From an optimization exercise on the open Yosys and OpenROAD flow, aimed at small area, a short achievable clock period and few clock cycles per item; shortcuts taken in it are not production practice. In this exercise RTL edits were held to simulation tests only and were not proved equivalent to the original. Power and IR drop assume default switching activity.

## flow/design.v

```verilog
`default_nettype none
package rmsd_pkg;
  localparam int SAMPLE_W = 16;
  localparam int MAX_ROW  = 4096;
  localparam int CFG_W    = 13;
  localparam int FRAC_W   = 16;
  localparam int MEAN_W   = 32;
  localparam int SD_W     = 31;
  localparam int CNT_W    = $clog2(MAX_ROW + 1);
  localparam int LOG_ROW  = $clog2(MAX_ROW);
  localparam int SUM_W    = SAMPLE_W + LOG_ROW;
  localparam int SSQ_W    = 2 * SAMPLE_W + LOG_ROW;
  localparam int CFG_RESET = 1024;
  localparam int QLO_W  = SSQ_W / 2;
  localparam int QHI_W  = SSQ_W - QLO_W;
  localparam int MUL_W  = SUM_W;
  localparam int ACC_W  = CNT_W + SSQ_W;
  localparam int SCALE_W = 32;
  localparam int ROOT_W = (ACC_W + SCALE_W + 1) / 2;
  localparam int V_W    = 2 * ROOT_W;
  localparam int DIV_W  = (ROOT_W > SUM_W + FRAC_W) ? ROOT_W : SUM_W + FRAC_W;
  localparam int FIFO_DEPTH = 4;
  localparam int FPTR_W     = $clog2(FIFO_DEPTH);
  typedef struct packed {
    logic [CNT_W-1:0] n;
    logic [SUM_W-1:0] sum;
    logic [SSQ_W-1:0] ssq;
  } row_tot_t;
  typedef enum logic [2:0] {
    BK_IDLE,
    BK_MUL_LO,
    BK_MUL_HI,
    BK_MUL_SQ,
    BK_SUB,
    BK_ROOT,
    BK_DIV_SD,
    BK_OUT
  } back_state_t;
endpackage
`default_nettype wire
`default_nettype none
module rmsd_front (
  input  wire logic                          clk,
  input  wire logic                          rst_n,
  input  wire logic                          cfg_valid,
  output logic                               cfg_ready,
  input  wire logic [rmsd_pkg::CFG_W-1:0]    cfg_row_length,
  input  wire logic                          in_valid,
  output logic                               in_stall,
  input  wire logic [rmsd_pkg::SAMPLE_W-1:0] in_sample,
  input  wire logic                          fifo_full,
  output logic                               push,
  output rmsd_pkg::row_tot_t                 push_data
);
  localparam int EFF_W = (rmsd_pkg::CNT_W > rmsd_pkg::CFG_W) ?
                         rmsd_pkg::CNT_W : rmsd_pkg::CFG_W;
  logic [rmsd_pkg::CFG_W-1:0]      row_len_r, row_len_nxt;
  logic [rmsd_pkg::CNT_W-1:0]      cnt_r, cnt_nxt;
  logic [rmsd_pkg::SUM_W-1:0]      sum_r, sum_nxt;
  logic [rmsd_pkg::SSQ_W-1:0]      ssq_r, ssq_nxt;
  logic [rmsd_pkg::CNT_W-1:0]      cnt_inc;
  logic [rmsd_pkg::SUM_W-1:0]      sum_inc;
  logic [rmsd_pkg::SSQ_W-1:0]      ssq_inc;
  logic [2*rmsd_pkg::SAMPLE_W-1:0] sq;
  logic [EFF_W-1:0]                len_ext;
  logic [EFF_W-1:0]                eff_len;
  logic                            accept;
  logic                            row_end;
  assign cfg_ready = 1'b1;
  always_comb begin
    len_ext = EFF_W'(row_len_r);
    if (len_ext == '0) begin
      eff_len = EFF_W'(1);
    end else if (len_ext > EFF_W'(rmsd_pkg::MAX_ROW)) begin
      eff_len = EFF_W'(rmsd_pkg::MAX_ROW);
    end else begin
      eff_len = len_ext;
    end
  end
  assign in_stall = fifo_full;
  assign accept   = in_valid && !fifo_full;
  assign sq       = in_sample * in_sample;
  assign cnt_inc  = cnt_r + 1'b1;
  assign sum_inc  = sum_r + rmsd_pkg::SUM_W'(in_sample);
  assign ssq_inc  = ssq_r + rmsd_pkg::SSQ_W'(sq);
  assign row_end  = accept && (EFF_W'(cnt_inc) >= eff_len);
  assign push          = row_end;
  assign push_data.n   = cnt_inc;
  assign push_data.sum = sum_inc;
  assign push_data.ssq = ssq_inc;
  always_comb begin
    row_len_nxt = row_len_r;
    cnt_nxt     = cnt_r;
    sum_nxt     = sum_r;
    ssq_nxt     = ssq_r;
    if (cfg_valid) begin
      row_len_nxt = cfg_row_length;
    end
    if (row_end) begin
      cnt_nxt = '0;
      sum_nxt = '0;
      ssq_nxt = '0;
    end else if (accept) begin
      cnt_nxt = cnt_inc;
      sum_nxt = sum_inc;
      ssq_nxt = ssq_inc;
    end
  end
  always_ff @(posedge clk) begin
    if (!rst_n) begin
      row_len_r <= rmsd_pkg::CFG_W'(rmsd_pkg::CFG_RESET);
      cnt_r     <= '0;
      sum_r     <= '0;
      ssq_r     <= '0;
    end else begin
      row_len_r <= row_len_nxt;
      cnt_r     <= cnt_nxt;
      sum_r     <= sum_nxt;
      ssq_r     <= ssq_nxt;
    end
  end
endmodule
`default_nettype wire
`default_nettype none
module rmsd_fifo (
  input  wire logic               clk,
  input  wire logic               rst_n,
  input  wire logic               push,
  input  wire rmsd_pkg::row_tot_t push_data,
  output logic                    full,
  input  wire logic               pop,
  output rmsd_pkg::row_tot_t      pop_data,
  output logic                    empty
);
  localparam int DEPTH = rmsd_pkg::FIFO_DEPTH;
  localparam int TOT_W = rmsd_pkg::CNT_W + rmsd_pkg::SUM_W + rmsd_pkg::SSQ_W;
  logic [TOT_W-1:0]              mem_r [0:DEPTH-1];
  logic [rmsd_pkg::FPTR_W-1:0]   wr_ptr_r, wr_ptr_nxt;
  logic [rmsd_pkg::FPTR_W-1:0]   rd_ptr_r, rd_ptr_nxt;
  logic [rmsd_pkg::FPTR_W:0]     fill_r, fill_nxt;
  logic                          do_push;
  logic                          do_pop;
  assign full     = (fill_r == (rmsd_pkg::FPTR_W+1)'(rmsd_pkg::FIFO_DEPTH));
  assign empty    = (fill_r == '0);
  assign do_push  = push && !full;
  assign do_pop   = pop && !empty;
  assign pop_data = mem_r[rd_ptr_r];
  always_comb begin
    wr_ptr_nxt = do_push ? wr_ptr_r + 1'b1 : wr_ptr_r;
    rd_ptr_nxt = do_pop ? rd_ptr_r + 1'b1 : rd_ptr_r;
    fill_nxt   = fill_r;
    if (do_push && !do_pop) begin
      fill_nxt = fill_r + 1'b1;
    end else if (do_pop && !do_push) begin
      fill_nxt = fill_r - 1'b1;
    end
  end
  always_ff @(posedge clk) begin
    if (!rst_n) begin
      wr_ptr_r <= '0;
      rd_ptr_r <= '0;
      fill_r   <= '0;
    end else begin
      wr_ptr_r <= wr_ptr_nxt;
      rd_ptr_r <= rd_ptr_nxt;
      fill_r   <= fill_nxt;
    end
  end
  always_ff @(posedge clk) begin
    if (do_push) begin
      mem_r[wr_ptr_r] <= push_data;
    end
  end
endmodule
`default_nettype wire
`default_nettype none
module rmsd_div (
  input  wire logic                       clk,
  input  wire logic                       rst_n,
  input  wire logic                       start,
  input  wire logic [rmsd_pkg::DIV_W-1:0] dividend,
  input  wire logic [rmsd_pkg::CNT_W-1:0] divisor,
  output logic                            done,
  output logic [rmsd_pkg::DIV_W-1:0]      quotient
);
  localparam int DCNT_W = $clog2(rmsd_pkg::DIV_W);
  logic                          busy_r, busy_nxt;
  logic                          done_r, done_nxt;
  logic [DCNT_W-1:0]             step_r, step_nxt;
  logic [rmsd_pkg::DIV_W-1:0]    dvd_r, dvd_nxt;
  logic [rmsd_pkg::CNT_W-1:0]    rem_r, rem_nxt;
  logic [rmsd_pkg::CNT_W-1:0]    dsr_r, dsr_nxt;
  logic [rmsd_pkg::CNT_W:0]      rem_sh;
  logic [rmsd_pkg::CNT_W:0]      rem_diff;
  logic                          ge;
  assign rem_sh   = {rem_r, dvd_r[rmsd_pkg::DIV_W-1]};
  assign rem_diff = rem_sh - {1'b0, dsr_r};
  assign ge       = (rem_sh >= {1'b0, dsr_r});
  assign done     = done_r;
  assign quotient = dvd_r;
  always_comb begin
    busy_nxt = busy_r;
    done_nxt = 1'b0;
    step_nxt = step_r;
    dvd_nxt  = dvd_r;
    rem_nxt  = rem_r;
    dsr_nxt  = dsr_r;
    if (start) begin
      busy_nxt = 1'b1;
      step_nxt = '0;
      dvd_nxt  = dividend;
      rem_nxt  = '0;
      dsr_nxt  = divisor;
    end else if (busy_r) begin
      dvd_nxt  = {dvd_r[rmsd_pkg::DIV_W-2:0], ge};
      rem_nxt  = ge ? rem_diff[rmsd_pkg::CNT_W-1:0] : rem_sh[rmsd_pkg::CNT_W-1:0];
      step_nxt = step_r + 1'b1;
      if (step_r == DCNT_W'(rmsd_pkg::DIV_W - 1)) begin
        busy_nxt = 1'b0;
        done_nxt = 1'b1;
      end
    end
  end
  always_ff @(posedge clk) begin
    if (!rst_n) begin
      busy_r <= 1'b0;
      done_r <= 1'b0;
      step_r <= '0;
    end else begin
      busy_r <= busy_nxt;
      done_r <= done_nxt;
      step_r <= step_nxt;
    end
  end
  always_ff @(posedge clk) begin
    dvd_r <= dvd_nxt;
    rem_r <= rem_nxt;
    dsr_r <= dsr_nxt;
  end
endmodule
`default_nettype wire
`default_nettype none
module rmsd_back (
  input  wire logic                         clk,
  input  wire logic                         rst_n,
  input  wire logic                         fifo_empty,
  input  wire rmsd_pkg::row_tot_t           pop_data,
  output logic                              pop,
  output logic                              div_start,
  output logic [rmsd_pkg::DIV_W-1:0]        div_dividend,
  output logic [rmsd_pkg::CNT_W-1:0]        div_divisor,
  input  wire logic                         div_done,
  input  wire logic [rmsd_pkg::DIV_W-1:0]   div_quotient,
  output logic                              out_valid,
  input  wire logic                         out_stall,
  output logic [rmsd_pkg::MEAN_W-1:0]       out_row_mean,
  output logic [rmsd_pkg::SD_W-1:0]         out_row_std_dev
);
  localparam int SCNT_W = $clog2(rmsd_pkg::ROOT_W);
  rmsd_pkg::back_state_t             state_r, state_nxt;
  logic [rmsd_pkg::CNT_W-1:0]        n_r, n_nxt;
  logic [rmsd_pkg::SUM_W-1:0]        s_r, s_nxt;
  logic [rmsd_pkg::SSQ_W-1:0]        q_r, q_nxt;
  logic [2*rmsd_pkg::MUL_W-1:0]      prod_r, prod_nxt;
  logic [rmsd_pkg::ACC_W-1:0]        acc_r, acc_nxt;
  logic [rmsd_pkg::V_W-1:0]          v_r, v_nxt;
  logic [rmsd_pkg::ROOT_W-1:0]       root_r, root_nxt;
  logic [rmsd_pkg::ROOT_W:0]         rem_r, rem_nxt;
  logic [SCNT_W-1:0]                 scnt_r, scnt_nxt;
  logic                              root_done_r, root_done_nxt;
  logic                              mean_got_r, mean_got_nxt;
  logic [rmsd_pkg::MEAN_W-1:0]       mean_r, mean_nxt;
  logic [rmsd_pkg::SD_W-1:0]         sd_r, sd_nxt;
  logic                              out_valid_r, out_valid_nxt;
  logic [rmsd_pkg::MEAN_W-1:0]       out_mean_r, out_mean_nxt;
  logic [rmsd_pkg::SD_W-1:0]         out_sd_r, out_sd_nxt;
  logic [rmsd_pkg::MUL_W-1:0]        mul_a;
  logic [rmsd_pkg::MUL_W-1:0]        mul_b;
  logic [2*rmsd_pkg::MUL_W-1:0]      prod;
  logic [rmsd_pkg::ACC_W-1:0]        numer;
  logic [rmsd_pkg::ROOT_W+2:0]       rem_sh;
  logic [rmsd_pkg::ROOT_W+2:0]       trial;
  logic [rmsd_pkg::ROOT_W+2:0]       rem_diff;
  logic                              root_ge;
  logic                              out_free;
  logic                              both_ready;
  assign out_free   = !out_valid_r || !out_stall;
  assign both_ready = root_done_r && mean_got_r;
  always_comb begin
    state_nxt = state_r;
    case (state_r)
      rmsd_pkg::BK_IDLE:   if (!fifo_empty) state_nxt = rmsd_pkg::BK_MUL_LO;
      rmsd_pkg::BK_MUL_LO: state_nxt = rmsd_pkg::BK_MUL_HI;
      rmsd_pkg::BK_MUL_HI: state_nxt = rmsd_pkg::BK_MUL_SQ;
      rmsd_pkg::BK_MUL_SQ: state_nxt = rmsd_pkg::BK_SUB;
      rmsd_pkg::BK_SUB:    state_nxt = rmsd_pkg::BK_ROOT;
      rmsd_pkg::BK_ROOT:   if (both_ready) state_nxt = rmsd_pkg::BK_DIV_SD;
      rmsd_pkg::BK_DIV_SD: if (div_done) state_nxt = rmsd_pkg::BK_OUT;
      rmsd_pkg::BK_OUT:    if (out_free) state_nxt = rmsd_pkg::BK_IDLE;
      default:             state_nxt = rmsd_pkg::BK_IDLE;
    endcase
  end
  always_comb begin
    pop          = 1'b0;
    div_start    = 1'b0;
    div_dividend = rmsd_pkg::DIV_W'(root_r);
    mul_a        = '0;
    mul_b        = '0;
    case (state_r)
      rmsd_pkg::BK_IDLE: begin
        pop = !fifo_empty;
      end
      rmsd_pkg::BK_MUL_LO: begin
        mul_a = rmsd_pkg::MUL_W'(n_r);
        mul_b = rmsd_pkg::MUL_W'(q_r[rmsd_pkg::QLO_W-1:0]);
      end
      rmsd_pkg::BK_MUL_HI: begin
        mul_a = rmsd_pkg::MUL_W'(n_r);
        mul_b = rmsd_pkg::MUL_W'(q_r[rmsd_pkg::SSQ_W-1:rmsd_pkg::QLO_W]);
      end
      rmsd_pkg::BK_MUL_SQ: begin
        mul_a = s_r;
        mul_b = s_r;
      end
      rmsd_pkg::BK_SUB: begin
        div_start    = 1'b1;
        div_dividend = rmsd_pkg::DIV_W'({s_r, {rmsd_pkg::FRAC_W{1'b0}}});
      end
      rmsd_pkg::BK_ROOT: begin
        div_start = both_ready;
      end
      default: begin
      end
    endcase
  end
  assign div_divisor = n_r;
  assign prod        = mul_a * mul_b;
  assign numer       = acc_r - rmsd_pkg::ACC_W'(prod_r);
  assign rem_sh   = {rem_r, v_r[rmsd_pkg::V_W-1 -: 2]};
  assign trial    = (rmsd_pkg::ROOT_W+3)'({root_r, 2'b01});
  assign rem_diff = rem_sh - trial;
  assign root_ge  = (rem_sh >= trial);
  always_comb begin
    n_nxt         = n_r;
    s_nxt         = s_r;
    q_nxt         = q_r;
    prod_nxt      = prod_r;
    acc_nxt       = acc_r;
    v_nxt         = v_r;
    root_nxt      = root_r;
    rem_nxt       = rem_r;
    scnt_nxt      = scnt_r;
    root_done_nxt = root_done_r;
    mean_got_nxt  = mean_got_r;
    mean_nxt      = mean_r;
    sd_nxt        = sd_r;
    out_valid_nxt = out_valid_r && out_stall;
    out_mean_nxt  = out_mean_r;
    out_sd_nxt    = out_sd_r;
    case (state_r)
      rmsd_pkg::BK_IDLE: begin
        n_nxt = pop_data.n;
        s_nxt = pop_data.sum;
        q_nxt = pop_data.ssq;
      end
      rmsd_pkg::BK_MUL_LO: begin
        prod_nxt = prod;
      end
      rmsd_pkg::BK_MUL_HI: begin
        acc_nxt  = rmsd_pkg::ACC_W'(prod_r);
        prod_nxt = prod;
      end
      rmsd_pkg::BK_MUL_SQ: begin
        acc_nxt  = acc_r + (rmsd_pkg::ACC_W'(prod_r) << rmsd_pkg::QLO_W);
        prod_nxt = prod;
      end
      rmsd_pkg::BK_SUB: begin
        v_nxt         = rmsd_pkg::V_W'(numer) << rmsd_pkg::SCALE_W;
        root_nxt      = '0;
        rem_nxt       = '0;
        scnt_nxt      = '0;
        root_done_nxt = 1'b0;
        mean_got_nxt  = 1'b0;
      end
      rmsd_pkg::BK_ROOT: begin
        if (!root_done_r) begin
          v_nxt    = v_r << 2;
          root_nxt = {root_r[rmsd_pkg::ROOT_W-2:0], root_ge};
          rem_nxt  = root_ge ? rem_diff[rmsd_pkg::ROOT_W:0] : rem_sh[rmsd_pkg::ROOT_W:0];
          scnt_nxt = scnt_r + 1'b1;
          if (scnt_r == SCNT_W'(rmsd_pkg::ROOT_W - 1)) begin
            root_done_nxt = 1'b1;
          end
        end
        if (div_done) begin
          mean_nxt     = div_quotient[rmsd_pkg::MEAN_W-1:0];
          mean_got_nxt = 1'b1;
        end
      end
      rmsd_pkg::BK_DIV_SD: begin
        if (div_done) begin
          sd_nxt = div_quotient[rmsd_pkg::SD_W-1:0];
        end
      end
      rmsd_pkg::BK_OUT: begin
        if (out_free) begin
          out_valid_nxt = 1'b1;
          out_mean_nxt  = mean_r;
          out_sd_nxt    = sd_r;
        end
      end
      default: begin
      end
    endcase
  end
  always_ff @(posedge clk) begin
    if (!rst_n) begin
      state_r     <= rmsd_pkg::BK_IDLE;
      root_done_r <= 1'b0;
      mean_got_r  <= 1'b0;
      out_valid_r <= 1'b0;
    end else begin
      state_r     <= state_nxt;
      root_done_r <= root_done_nxt;
      mean_got_r  <= mean_got_nxt;
      out_valid_r <= out_valid_nxt;
    end
  end
  always_ff @(posedge clk) begin
    n_r        <= n_nxt;
    s_r        <= s_nxt;
    q_r        <= q_nxt;
    prod_r     <= prod_nxt;
    acc_r      <= acc_nxt;
    v_r        <= v_nxt;
    root_r     <= root_nxt;
    rem_r      <= rem_nxt;
    scnt_r     <= scnt_nxt;
    mean_r     <= mean_nxt;
    sd_r       <= sd_nxt;
    out_mean_r <= out_mean_nxt;
    out_sd_r   <= out_sd_nxt;
  end
  assign out_valid       = out_valid_r;
  assign out_row_mean    = out_mean_r;
  assign out_row_std_dev = out_sd_r;
endmodule
`default_nettype wire
`default_nettype none
module row_mean_std_dev (
  input  wire logic                          clk,
  input  wire logic                          rst_n,
  input  wire logic                          cfg_valid,
  output logic                               cfg_ready,
  input  wire logic [rmsd_pkg::CFG_W-1:0]    cfg_row_length,
  input  wire logic                          in_valid,
  output logic                               in_stall,
  input  wire logic [rmsd_pkg::SAMPLE_W-1:0] in_sample,
  output logic                               out_valid,
  input  wire logic                          out_stall,
  output logic [rmsd_pkg::MEAN_W-1:0]        out_row_mean,
  output logic [rmsd_pkg::SD_W-1:0]          out_row_std_dev
);
  rmsd_pkg::row_tot_t            push_data;
  rmsd_pkg::row_tot_t            pop_data;
  logic                          push;
  logic                          pop;
  logic                          fifo_full;
  logic                          fifo_empty;
  logic                          div_start;
  logic                          div_done;
  logic [rmsd_pkg::DIV_W-1:0]    div_dividend;
  logic [rmsd_pkg::CNT_W-1:0]    div_divisor;
  logic [rmsd_pkg::DIV_W-1:0]    div_quotient;
  rmsd_front u_front (
    .clk            (clk),
    .rst_n          (rst_n),
    .cfg_valid      (cfg_valid),
    .cfg_ready      (cfg_ready),
    .cfg_row_length (cfg_row_length),
    .in_valid       (in_valid),
    .in_stall       (in_stall),
    .in_sample      (in_sample),
    .fifo_full      (fifo_full),
    .push           (push),
    .push_data      (push_data)
  );
  rmsd_fifo u_fifo (
    .clk       (clk),
    .rst_n     (rst_n),
    .push      (push),
    .push_data (push_data),
    .full      (fifo_full),
    .pop       (pop),
    .pop_data  (pop_data),
    .empty     (fifo_empty)
  );
  rmsd_div u_div (
    .clk      (clk),
    .rst_n    (rst_n),
    .start    (div_start),
    .dividend (div_dividend),
    .divisor  (div_divisor),
    .done     (div_done),
    .quotient (div_quotient)
  );
  rmsd_back u_back (
    .clk             (clk),
    .rst_n           (rst_n),
    .fifo_empty      (fifo_empty),
    .pop_data        (pop_data),
    .pop             (pop),
    .div_start       (div_start),
    .div_dividend    (div_dividend),
    .div_divisor     (div_divisor),
    .div_done        (div_done),
    .div_quotient    (div_quotient),
    .out_valid       (out_valid),
    .out_stall       (out_stall),
    .out_row_mean    (out_row_mean),
    .out_row_std_dev (out_row_std_dev)
  );
endmodule
`default_nettype wire
```

## flow/run.sh

```bash
#!/bin/bash
# synth_recipe.tcl (not shown) runs the flow's synth.tcl, then flattens the netlist and writes it again
# the make line also repeats each setting of config.mk as NAME=value (left out here)
make -C /OpenROAD-flow-scripts/flow DESIGN_CONFIG=/design/flow/config.mk WORK_HOME=/design/flow/orfs CLKGATE_MAP_FILE= SYNTH_SCRIPT=/design/flow/synth_recipe.tcl finish
```

## flow/config.mk

```make
export PLATFORM = sky130hd
export DESIGN_NAME = row_mean_std_dev
export DESIGN_NICKNAME = row_mean_std_dev
export VERILOG_FILES = /design/flow/design.v
export SDC_FILE = /design/flow/constraint.sdc
export NUM_CORES = 4
export LEC_CHECK = 0
export CAP_MARGIN = 20
export CORE_MARGIN = 2
export CORE_UTILIZATION = 40
export PLACE_DENSITY = 0.6
export SLEW_MARGIN = 20
```

## flow/constraint.sdc

```tcl
create_clock -name core_clock -period 11.0 [get_ports {clk}]
set_input_delay 2.2000 -clock core_clock [delete_from_list [all_inputs] [get_ports {clk}]]
set_output_delay 2.2000 -clock core_clock [all_outputs]
set_load 0.01 [all_outputs]
```

==> impl_metrics.py <==
metrics = {
    "yosys": {
        "yosysUniqueCellTypes": 86,
        "synth.net_count": 9253,
        "synthArstFlopShare_pct": 0,
        "syn_area_per_cell_um2": 10.3,
        "ys_seq_area_share_pct": 35.8,
        "synth-seq-cells": 1009,
        "synth_edf_count": 877,
        "yosysWarnings": 4,
        "mappedNetlistArea_um2": 81000,
        "syn_inst": 7834,
        "synthFlopType": "edfxtp_1",
    },
    "final_layout": {
        "syn2layout_area_growth_pct": 9.35,
        "layout_common_cells": "inv_1 (1316), edfxtp_1 (877), fa_1 (872)",
        "layout-drive-gt1-share_pct": 5.61,
        "final_common_cell": "inv_1",
        "stdcell_count": 10500,
        "nFillCells": 18900,
        "nNetsFinal": 9205,
    },
    "clock_tree": {
        "insertion_delay_ns": 0.75,
        "cts-htree-levels": 3,
        "clk_path_buf_depth": 3,
        "postCtsSetupRepairBufs": 0,
        "clk_pin_slew_worst_paths_ns": 0.06,
        "cts_buffers": 106,
        "ctsResizeCount": 0,
        "cts.sinks": 1009,
        "cts_tree": "done",
        "postCtsHoldBufs": 0,
        "root_buffer": "clkbuf_16",
    },
    "timing": {
        "tns_ns": 0,
        "hold_viol": 0,
        "worstMarginPinSlew_ns": 1.19,
        "period_minus_slack_ns": 10.30,
        "drv_slew": 0,
        "setup_viol": 0,
        "fmax_mhz": 97.1,
        "finalClockSkew_ns": 0.0775,
        "relSlewSlack_pct": 20.9,
        "rsz0062_at_grt": "false",
        "period_share_pct": 93.6,
    },
    "worst_setup_path": {
        "critical_path_class": "flip-flop to flip-flop",
        "rr_worst_depth": 25,
        "reg2reg_slack_ns": 0.70,
        "crit_top_cell": "fa_1",
        "critPathBufInv": 5,
        "cpPeakStageDelay_ns": 0.83,
        "worstReg2RegEnd": "u_back.prod_r[47]$_DFFE_PN_",
        "cp_max_fo": 41,
        "rr_startpoint": "u_back.state_r[1]$_SDFFE_PN0P_",
        "crit_arrival_ns": 10.73,
        "required_ns": 11.43,
        "cp-end-kind": "flip-flop",
        "start_kind": "flip-flop",
        "critical-path-slowest-cell": "nor2b_4",
        "path_delay_family": "adder cells",
    },
    "global_routing": {
        "grt_pass1_vias": 57900,
        "grt_max_degree": 150,
        "grt_antenna_before_repair": 5,
        "gr-usage-all-layers_pct": 21.5,
        "grt_pass1_wl_mm": 343,
        "grt_overflow": 0,
    },
    "power_and_ir_drop": {
        "peakVddDrop_v": 0.000350,
        "power_density_nw_per_um2": 320,
        "p_int_mw": 14.9,
        "clkPwrFrac_pct": 12.8,
        "p_leak_nw": 38.2,
        "combPwrFrac_pct": 60.0,
        "p_sw_mw": 13.5,
        "swShare_pct": 47.7,
        "pwr-share-seq_pct": 27.2,
    },
    "placement": {
        "io_buffers": 98,
        "dp_hpwl_mm": 168,
        "place.gp.congestion": 0.968,
        "placed_cells": 10300,
    },
    "routing": {
        "via_count": 56400,
        "first_pass_iters": 6,
        "ant_nets": 0,
        "drc": 0,
        "wl_mm": 221,
        "via_per_inst": 5.34,
        "drt_first_iter_violations": 4746,
        "wl_per_cell_um": 20.9,
    },
    "min_path": {
        "min_path_type": "flip-flop to flip-flop",
        "hold_end": "u_back.out_mean_r[1]$_DFFE_PP_",
        "hold_start": "u_back.mean_r[1]$_DFFE_PP_",
        "holdPathStages": 0,
    },
    "outcome": {
        "outcome": "timing/DRC/antenna clean",
    },
    "flow_run": {
        "maxCapViolations": 0,
    },
    "floorplanning": {
        "die_area_um2": 206000,
        "io_pins": 100,
        "die_h_um": 454,
        "start_util_pct": 40.2,
        "core_area_um2": 202000,
        "num_rows": 165,
        "die_x_um": 454,
    },
}
[sequential cells by signal, indices dropped and copies added (netlist names), 13 cells and up]
| signal | count |
|---|---|
| u_front.row_len_r | 13 |
| u_back.out_sd_r | 31 |
| u_back.out_mean_r | 32 |
| u_div.rem_r | 13 |
| u_back.rem_r | 46 |
| u_back.v_r | 58 |
| u_front.ssq_r | 44 |
| u_back.sd_r | 31 |
| u_back.prod_r | 56 |
| u_back.n_r | 13 |
| u_back.s_r | 28 |
| u_back.mean_r | 32 |
| u_div.dvd_r | 45 |
| u_front.cnt_r | 13 |
| u_fifo.mem_r | 340 |
| u_back.acc_r | 57 |
| u_div.dsr_r | 13 |
| u_back.q_r | 44 |
| u_back.root_r | 45 |
| u_front.sum_r | 28 |
[area by class of cell]
cell class	count	area [µm²]	area share [%]
clock buffers	121	2720	3.07
flip-flops and latches	1009	29000	32.7
clock inverters	76	796	0.898
multi-input cells	5141	46000	51.9
inverters	1321	4960	5.60
well taps	2672	3340	3.77
repair buffers	207	1840	2.07
diodes	1	2.50	0.00282
[power by group through the flow]
stage               logic, mW  clock network [mW]  registers [mW]
global route             18.9                3.85            7.81
detailed placement       16.8                   0            7.79
CTS                      16.9                3.70            7.72
floorplan                11.8                   0            7.50
finish                   17.0                3.62            7.73
global placement         16.5                   0            7.77
[logic make-up after synthesis]
kind of cell               after synthesis  share of synthesized area (%)
and+or+nand+nor                       2194                           11.8
buffers and inverters                 1684                           7.81
DFF                                   1009                           35.8
muxes                                  148                           3.15
AOI/OAI and AO/OA                     1144                           9.07
xor gates and xnor gates               269                           2.91
other                                    1                        0.00463
adders and majority gates             1385                           29.5
[cells in the mapped netlist, types with 89 or more instances]
| master | n | area (µm²) |
|---|---|---|
| o21ai_0 | 204 | 1020 |
| fa_1 | 872 | 17500 |
| inv_1 | 1316 | 4940 |
| nor2_1 | 756 | 2840 |
| a21o_1 | 134 | 1010 |
| xor2_1 | 112 | 981 |
| clkbuf_1 | 319 | 1200 |
| a21oi_1 | 374 | 1870 |
| xnor2_1 | 157 | 1380 |
| ha_1 | 513 | 6420 |
| dfxtp_1 | 132 | 2640 |
| edfxtp_1 | 877 | 26300 |
| nand2_1 | 867 | 3250 |
| and2_1 | 89 | 557 |
[worst reg2reg max path: stages, from the launching register on]
cell and delay (ns):
dfxtp_1 0.41, ha_1 0.47, nor2b_4 0.83, nand2_1 0.68, inv_1 0.46, buf_4 0.46
nand2_1 0.27, fa_1 0.55, fa_1 0.53, fa_1 0.51, fa_1 0.57, inv_1 0.06
fa_1 0.50, fa_1 0.49, inv_1 0.05, fa_1 0.47, inv_1 0.04, ha_1 0.41
nand4_1 0.22, nor3_1 0.28, o31ai_1 0.18, a311oi_1 0.63, o21ai_0 0.39, nand2b_1 0.26
a21oi_1 0.11, xnor2_1 0.15
[layer usage]
| metal | wire length [µm] | vias up | GRT usage, % |
|---|---|---|---|
| met1 | 97200 | 28200 | 29.9 |
| met4 | 8070 | 4 | 7.51 |
| li1 | - | 25800 | - |
| met3 | 15900 | 375 | 3.64 |
| met5 | 39 | - | 0 |
| met2 | 99400 | 1995 | 33.9 |
[metrics by stage]
stage	setup slack (ns)	power (mW)	cell area (µm²)	hold slack [ns]	util (%)
global placement	1.23	24.3	85000	0.401	42.2
detailed placement	1.03	24.6	85100	0.405	42.2
finish	0.701	28.4	88600	0.412	43.9
global route	0.291	30.5	88600	0.421	43.9
floorplan	1.09	19.4	81000	0.400	-
CTS	0.981	28.3	88600	0.410	43.9
[worst max path at each step]
| stage | startpoint | slack [ns] | depth (start not counted) | to |
|---|---|---|---|---|
| CTS | u_back.state_r[1]$_SDFFE_PN0P_ | 0.98 | 25 | u_back.prod_r[47]$_DFFE_PN_ |
| global placement | u_back.state_r[1]$_SDFFE_PN0P_ | 1.23 | 25 | u_back.prod_r[47]$_DFFE_PN_ |
| floorplan | out_stall | 1.09 | 3 | u_back.out_mean_r[0]$_DFFE_PP_ |
| global route | u_back.state_r[1]$_SDFFE_PN0P_ | 0.29 | 25 | u_back.prod_r[47]$_DFFE_PN_ |
| finish | u_back.state_r[1]$_SDFFE_PN0P_ | 0.70 | 25 | u_back.prod_r[47]$_DFFE_PN_ |
| detailed placement | u_back.state_r[1]$_SDFFE_PN0P_ | 1.03 | 25 | u_back.prod_r[47]$_DFFE_PN_ |
Testbench counts, summed over its fixed seeds: cycles 97,274, rows 640.

==> static timing again, ports no longer ideal <==
In the flow no input, the clock included, has a driving cell. The finished layout below was timed again as built, in two steps.
Step 1 sets driving cells, clkbuf_16 on the clock port and buf_2 on the other inputs (assumed; they add their load-dependent delay and slew).
Step 2 also shifts input and output timing later by t, the mid clock arrival at the registers, as if the neighbouring blocks saw the same clock.
Slacks: ideal / step 1 / step 2; pairs: ideal / step 1.
shift t [ns]: 0.795
setup WS [ns]: 0.701 / 0.701 / 0.701
hold slack, ns: 0.412 / 0.412 / 0.412
clock arrival spread, ns: 0.088 / 0.088
cell pins on the clock port's net: 1
After both steps setup and hold are still met in this run. The setup slack of this run moves by 0.000 ns with the drivers and by 0.000 ns with both steps.
